Background: an optimization exercise with open tools, aiming at small area. Do not read the settings as production practice. The RTL was checked by simulation tests, not by an equivalence proof against the original design. Power is estimated from default activity; no workload was simulated.

wip/tundra:
==> flow/design.v <==
package riscv_pkg;
  localparam int ALU     = 0;
  localparam int SFT     = 1;
  localparam int BU      = 2;
  localparam int LSU     = 3;
  localparam int NB_UNIT = 4;
  localparam int ADD  = 0;
  localparam int SUB  = 1;
  localparam int AND  = 2;
  localparam int OR   = 3;
  localparam int XOR  = 4;
  localparam int SLT  = 5;
  localparam int SLTU = 6;
  localparam int SLL  = 7;
  localparam int SRL  = 8;
  localparam int SRA  = 9;
  localparam int BEQ  = 10;
  localparam int BNE  = 11;
  localparam int BLT  = 12;
  localparam int BGE  = 13;
  localparam int JAL  = 14;
  localparam int JALR = 15;
  localparam int LD   = 16;
  localparam int ST   = 17;
  localparam int NB_OPERATION = 18;
  localparam int SZ_B = 0;
  localparam int SZ_H = 1;
  localparam int SZ_W = 2;
  typedef struct packed {
    logic [32-1:0]        pc;
    logic                    rd_v;
    logic [5-1:0]     rd_adr;
    logic [32:0]          rs1_data;
    logic [32:0]          rs2_data;
    logic [32-1:0]        immediat;
    logic [2:0]              access_size;
    logic                    unsign_extension;
    logic [NB_UNIT-1:0]      unit;
    logic [NB_OPERATION-1:0] operation;
  } dec_exe_t;
  typedef struct packed {
    logic             adr_v;
    logic [32-1:0] adr;
    logic             is_store;
    logic [32-1:0] store_data;
    logic [2:0]       access_size;
  } mem_req_t;
  typedef struct packed {
    logic                v;
    logic [5-1:0] adr;
    logic [32-1:0]    data;
  } wbk_t;
  typedef struct packed {
    logic [32-1:0] pc;
    logic             branch_instr;
    logic             feedback;
    logic             success;
    logic             failed;
  } pred_fb_t;
endpackage
`timescale 1ns/1ps
import riscv_pkg::*;
module exe_top (
  input  logic                     clk,
  input  logic                     reset_n,
  input  logic [32-1:0]         dec_pc_i,
  input  logic                     dec_rd_v_i,
  input  logic [5-1:0]      dec_rd_adr_i,
  input  logic [32:0]           dec_rs1_data_i,
  input  logic [32:0]           dec_rs2_data_i,
  input  logic [32-1:0]         dec_immediat_i,
  input  logic [2:0]               dec_access_size_i,
  input  logic                     dec_unsign_extension_i,
  input  logic [NB_UNIT-1:0]       dec_unit_i,
  input  logic [NB_OPERATION-1:0]  dec_operation_i,
  input  logic                     pred_v_i,
  input  logic                     pred_is_taken_i,
  input  logic [32-1:0]         load_data_i,
  output logic                     mem_adr_v_o,
  output logic [32-1:0]         mem_adr_o,
  output logic                     mem_is_store_o,
  output logic [32-1:0]         mem_store_data_o,
  output logic [2:0]               mem_access_size_o,
  output logic                     exe_fwd_v_o,
  output logic [5-1:0]      exe_fwd_adr_o,
  output logic [32-1:0]         exe_fwd_data_o,
  output logic                     wbk_v_o,
  output logic [5-1:0]      wbk_adr_o,
  output logic [32-1:0]         wbk_data_o,
  output logic                     flush_v_q_o,
  output logic [32-1:0]         pc_data_q_o,
  output logic [32-1:0]         pred_fb_pc_o,
  output logic                     pred_fb_branch_instr_o,
  output logic                     pred_fb_feedback_o,
  output logic                     pred_fb_success_o,
  output logic                     pred_fb_failed_o
);
  logic [32-1:0] rs1, rs2, imm, pc;
  logic [NB_OPERATION-1:0] op;
  assign rs1 = dec_rs1_data_i[32-1:0];
  assign rs2 = dec_rs2_data_i[32-1:0];
  assign imm = dec_immediat_i;
  assign pc  = dec_pc_i;
  assign op  = dec_operation_i;
  logic             flush_q;
  logic             flush_dly_q;
  logic             wbk_v_q;
  logic [5-1:0] wbk_adr_q;
  logic [32-1:0] wbk_data_q;
  logic [32-1:0] pc_data_q;
  logic             bi_q, fb_q, ok_q, ko_q;
  function automatic logic [32:0] add_cla(input logic [32-1:0] p,
                                             input logic [32-1:0] g,
                                             input logic cin);
    logic [32-1:0] s;
    logic [32/4:0] bc;
    logic             c, gk, pk;
    bc[0] = cin;
    for (int k = 0; k < 32/4; k++) begin
      gk = 1'b0;
      pk = 1'b1;
      c  = bc[k];
      for (int i = 4*k; i < 4*k+4; i++) begin
        s[i] = p[i] ^ c;
        c    = g[i] | (p[i] & c);
        gk   = g[i] | (p[i] & gk);
        pk   = pk & p[i];
      end
      bc[k+1] = gk | (pk & bc[k]);
    end
    add_cla = {bc[32/4], s};
  endfunction
  function automatic logic [32:0] add_cla_fast(input logic [32-1:0] p,
                                                  input logic [32-1:0] g,
                                                  input logic cin);
    logic [32-1:0] s;
    logic [32/4:0] bc;
    logic             gk, pk;
    bc[0] = cin;
    for (int k = 0; k < 32/4; k++) begin
      gk = 1'b0;
      pk = 1'b1;
      for (int i = 4*k; i < 4*k+4; i++) begin
        s[i] = p[i] ^ (gk | (pk & bc[k]));
        gk   = g[i] | (p[i] & gk);
        pk   = pk & p[i];
      end
      bc[k+1] = gk | (pk & bc[k]);
    end
    add_cla_fast = {bc[32/4], s};
  endfunction
  function automatic logic [32-1:0] inc4(input logic [32-1:0] a);
    logic bc, pk;
    bc = 1'b1;
    inc4[1:0] = a[1:0];
    for (int k = 0; k < 8; k++) begin
      pk = 1'b1;
      for (int i = 2 + 4*k; i < 6 + 4*k && i < 32; i++) begin
        inc4[i] = a[i] ^ (bc & pk);
        pk      = pk & a[i];
      end
      bc = bc & pk;
    end
  endfunction
  function automatic logic [32-1:0] dec4(input logic [32-1:0] a);
    logic bb, zk;
    bb = 1'b1;
    dec4[1:0] = a[1:0];
    for (int k = 0; k < 8; k++) begin
      zk = 1'b1;
      for (int i = 2 + 4*k; i < 6 + 4*k && i < 32; i++) begin
        dec4[i] = a[i] ^ (bb & zk);
        zk      = zk & ~a[i];
      end
      bb = bb & zk;
    end
  endfunction
  logic cancel;
  assign cancel = flush_q | flush_dly_q;
  logic             use_imm, sub, jal, jalr, jump;
  logic [32-1:0] opb;
  logic [32:0]   sum;
  assign jal     = op[JAL];
  assign jalr    = op[JALR];
  assign jump    = jal | jalr;
  assign use_imm = dec_unit_i[LSU] | jalr;
  assign sub     = op[SUB] | op[SLT] | op[SLTU] | dec_unit_i[BU];
  assign opb = use_imm ? imm : (rs2 ^ {32{sub}});
  logic [32-1:0] ap, ag;
  assign ap  = rs1 ^ opb;
  assign ag  = rs1 & opb;
  assign sum = add_cla(ap, ag, sub & ~jalr);
  logic less, equal, taken;
  assign less  = (dec_rs1_data_i[32] ^ dec_rs2_data_i[32]) ? dec_rs1_data_i[32] : ~sum[32];
  assign equal = sum[32-1:0] == '0;
  assign taken = (op[BEQ] & equal) | (op[BNE] & ~equal) | (op[BLT] & less) | (op[BGE] & ~less);
  logic [32-1:0] pc_imm, pc_inc;
  assign pc_imm = add_cla(pc ^ imm, pc & imm, 1'b0);
  assign pc_inc = inc4(pc);
  logic [32-1:0] sh_in, sh_out, sh_rev;
  logic             sh_fill;
  always_comb begin
    for (int i = 0; i < 32; i++) sh_in[i] = op[SLL] ? rs1[32-1-i] : rs1[i];
  end
  assign sh_fill = op[SRA] & rs1[32-1];
  logic [32:0] sh_tmp;
  assign sh_tmp = $signed({sh_fill, sh_in}) >>> rs2[4:0];
  assign sh_out = sh_tmp[32-1:0];
  always_comb begin
    for (int i = 0; i < 32; i++) sh_rev[i] = sh_out[32-1-i];
  end
  logic [32-1:0] ld;
  logic             ld_fill;
  assign ld_fill = ~dec_unsign_extension_i
                 & (dec_access_size_i[SZ_B] ? load_data_i[7] : load_data_i[15]);
  assign ld[7:0]   = load_data_i[7:0];
  assign ld[15:8]  = dec_access_size_i[SZ_B] ? {8{ld_fill}} : load_data_i[15:8];
  assign ld[31:16] = dec_access_size_i[SZ_W] ? load_data_i[31:16] : {16{ld_fill}};
  logic [32-1:0] res;
  assign res = ({32{op[ADD] | op[SUB]}} & sum[32-1:0])
             | ({32{op[AND] | op[OR]}} & ag)
             | ({32{op[XOR] | op[OR]}} & ap)
             | {{(32-1){1'b0}}, (op[SLT] | op[SLTU]) & less}
             | ({32{op[SLL]}} & sh_rev)
             | ({32{op[SRL] | op[SRA]}} & sh_out)
             | ({32{dec_unit_i[BU]}} & pc_inc)
             | ({32{op[LD]}} & ld);
  logic bu_en, pred_ok, fwd_v;
  assign bu_en   = dec_unit_i[BU] & ~cancel;
  assign pred_ok = pred_v_i & (pred_is_taken_i == (taken | jump));
  assign fwd_v   = dec_rd_v_i & ~cancel;
  assign mem_adr_v_o       = dec_unit_i[LSU] & ~cancel;
  assign mem_is_store_o    = op[ST] & ~cancel;
  assign mem_adr_o         = sum[32-1:0];
  assign mem_store_data_o  = rs2;
  assign mem_access_size_o = dec_access_size_i;
  assign exe_fwd_v_o    = fwd_v;
  assign exe_fwd_adr_o  = dec_rd_adr_i;
  assign exe_fwd_data_o = res;
  always_ff @(posedge clk or negedge reset_n) begin
    if (!reset_n) begin
      wbk_v_q     <= 1'b0;
      flush_q     <= 1'b0;
      flush_dly_q <= 1'b0;
      bi_q        <= 1'b0;
      fb_q        <= 1'b0;
      ok_q        <= 1'b0;
      ko_q        <= 1'b0;
    end else begin
      wbk_v_q     <= fwd_v;
      flush_q     <= bu_en & ~pred_ok;
      flush_dly_q <= flush_q;
      bi_q        <= bu_en;
      fb_q        <= bu_en & pred_v_i;
      ok_q        <= bu_en & pred_ok;
      ko_q        <= bu_en & (pred_v_i ? ~pred_ok : (taken | jump));
    end
  end
  always_ff @(posedge clk) begin
    wbk_adr_q  <= dec_rd_adr_i;
    wbk_data_q <= res;
    pc_data_q  <= jalr ? {sum[32-1:1], 1'b0} : ((taken | jal) ? pc_imm : pc_inc);
  end
  assign wbk_v_o                = wbk_v_q;
  assign wbk_adr_o              = wbk_adr_q;
  assign wbk_data_o             = wbk_data_q;
  assign flush_v_q_o            = flush_q;
  assign pc_data_q_o            = pc_data_q;
  assign pred_fb_pc_o           = dec4(wbk_data_q);
  assign pred_fb_branch_instr_o = bi_q;
  assign pred_fb_feedback_o     = fb_q;
  assign pred_fb_success_o      = ok_q;
  assign pred_fb_failed_o       = ko_q;
endmodule
Settings: LEC_CHECK=0, CAP_MARGIN=0, CORE_AREA=5 5 145 145, CTS_BUF_LIST=sky130_fd_sc_hd__clkbuf_8, DIE_AREA=0 0 150 150, GPL_TIMING_DRIVEN=0, SETUP_SLACK_MARGIN=0.2, SLEW_MARGIN=0; clock period 8.0 ns.
standard.sh (not shown) runs the stock make flow with config.mk's settings and CLKGATE_MAP_FILE= SYNTH_SCRIPT=/design/flow/synth_recipe.tcl, a recipe that flattens the netlist after the stock synthesis.
==> flow/flow/run.sh <==
#!/bin/bash
# Standard ORFS layout (the standard.sh), with the port buffers and the
# synthesis pass-through buffers made from the smallest buffer cell.
bash standard.sh \
  BUFFER_PORTS_ARGS="-buffer_cell sky130_fd_sc_hd__buf_1" \
  MIN_BUF_CELL_AND_PORTS="sky130_fd_sc_hd__buf_1 A X" \
  finish > standard.log 2>&1
### wip/tundra -> wip/xenon
--- a/flow/design.v
+++ b/flow/design.v
@@ -176,27 +176,31 @@
     end
   endfunction
   logic cancel;
   assign cancel = flush_q | flush_dly_q;
-  logic             use_imm, sub, jal, jalr, jump;
-  logic [32-1:0] opb;
+  logic             use_imm, use_pc, jal, jalr, jump;
+  logic [32-1:0] opa, opb;
   logic [32:0]   sum;
   assign jal     = op[JAL];
   assign jalr    = op[JALR];
   assign jump    = jal | jalr;
-  assign use_imm = dec_unit_i[LSU] | jalr;
-  assign sub     = op[SUB] | op[SLT] | op[SLTU] | dec_unit_i[BU];
-  assign opb = use_imm ? imm : (rs2 ^ {32{sub}});
+  assign use_imm = dec_unit_i[LSU] | dec_unit_i[BU];
+  assign use_pc  = dec_unit_i[BU] & ~jalr;
+  assign opa = use_pc ? pc : rs1;
+  assign opb = use_imm ? imm : (rs2 ^ {32{op[SUB]}});
   logic [32-1:0] ap, ag;
-  assign ap  = rs1 ^ opb;
-  assign ag  = rs1 & opb;
-  assign sum = add_cla(ap, ag, sub & ~jalr);
+  assign ap  = opa ^ opb;
+  assign ag  = opa & opb;
+  assign sum = add_cla(ap, ag, op[SUB]);
+  logic [32-1:0] cx;
+  logic [32:0]   cdiff;
   logic less, equal, taken;
-  assign less  = (dec_rs1_data_i[32] ^ dec_rs2_data_i[32]) ? dec_rs1_data_i[32] : ~sum[32];
-  assign equal = sum[32-1:0] == '0;
+  assign cx    = rs1 ^ rs2;
+  assign cdiff = add_cla(~cx, rs1 & ~rs2, 1'b1);
+  assign less  = (dec_rs1_data_i[32] ^ dec_rs2_data_i[32]) ? dec_rs1_data_i[32] : ~cdiff[32];
+  assign equal = cx == '0;
   assign taken = (op[BEQ] & equal) | (op[BNE] & ~equal) | (op[BLT] & less) | (op[BGE] & ~less);
-  logic [32-1:0] pc_imm, pc_inc;
-  assign pc_imm = add_cla(pc ^ imm, pc & imm, 1'b0);
+  logic [32-1:0] pc_inc;
   assign pc_inc = inc4(pc);
   logic [32-1:0] sh_in, sh_out, sh_rev;
   logic             sh_fill;
   always_comb begin
@@ -258,9 +262,9 @@
   end
   always_ff @(posedge clk) begin
     wbk_adr_q  <= dec_rd_adr_i;
     wbk_data_q <= res;
-    pc_data_q  <= jalr ? {sum[32-1:1], 1'b0} : ((taken | jal) ? pc_imm : pc_inc);
+    pc_data_q  <= (taken | jump) ? {sum[32-1:1], sum[0] & ~jalr} : pc_inc;
   end
   assign wbk_v_o                = wbk_v_q;
   assign wbk_adr_o              = wbk_adr_q;
   assign wbk_data_o             = wbk_data_q;
## What came out
wip/xenon | status: complete | timing, DRC, antenna: pass. wip/tundra completed end to end with timing, DRC and antenna clean. Higher first-iteration detailed-routing DRC count goes to wip/tundra over wip/xenon. wip/xenon: antenna diode instance count is 1 higher than what wip/tundra reported. Taking wip/tundra as the reference point, the overall routing resource usage of wip/xenon falls by 0.24 points. Changes observed in wip/xenon relative to wip/tundra: sequential cell power moved up, required time of the critical path about even. When wip/xenon is measured against wip/tundra, its number of fill cells in the layout turns out 79 higher. Delta (wip/xenon minus wip/tundra): worst slack on hold paths went up 24 ps; final setup slack of the worst path higher; highest ir drop seen on vdd saw an increase; via count of the first global-routing pass saw a decrease; max-slew headroom at the worst pin lost 4.3 points. Final standard cell utilization of the core on wip/xenon is down relative to wip/tundra.

[afterwards: timing with drivers on the ports]
In the flow no input, the clock included, has a driving cell. The finished layouts below were timed again as built, in two steps. Step 1, drivers: a clkbuf_16 drives clk and a buf_2 each remaining input, both assumed. Step 2, shift: input delay + t, output delay - t, t = (earliest + latest rising clock arrival at the registers) / 2. This alone moves slack from input paths to output paths. a / b / c = no drivers / after step 1 / after step 2; a / b = the first two.
run	t (ns)	setup slack, ns	worst setup path at the end	worst register clock-pin slew, ns
wip/tundra	0.422	0.146 / 0.096 / -0.113	input to register	0.11 / 0.11
wip/xenon	0.427	0.205 / 0.180 / 0.180	input to output	0.12 / 0.12
With both steps, setup timing fails in wip/tundra, where it was met with ideal ports. For wip/tundra, which loses most, drivers alone change the setup slack by -0.050 ns; drivers and shift together by -0.259 ns.
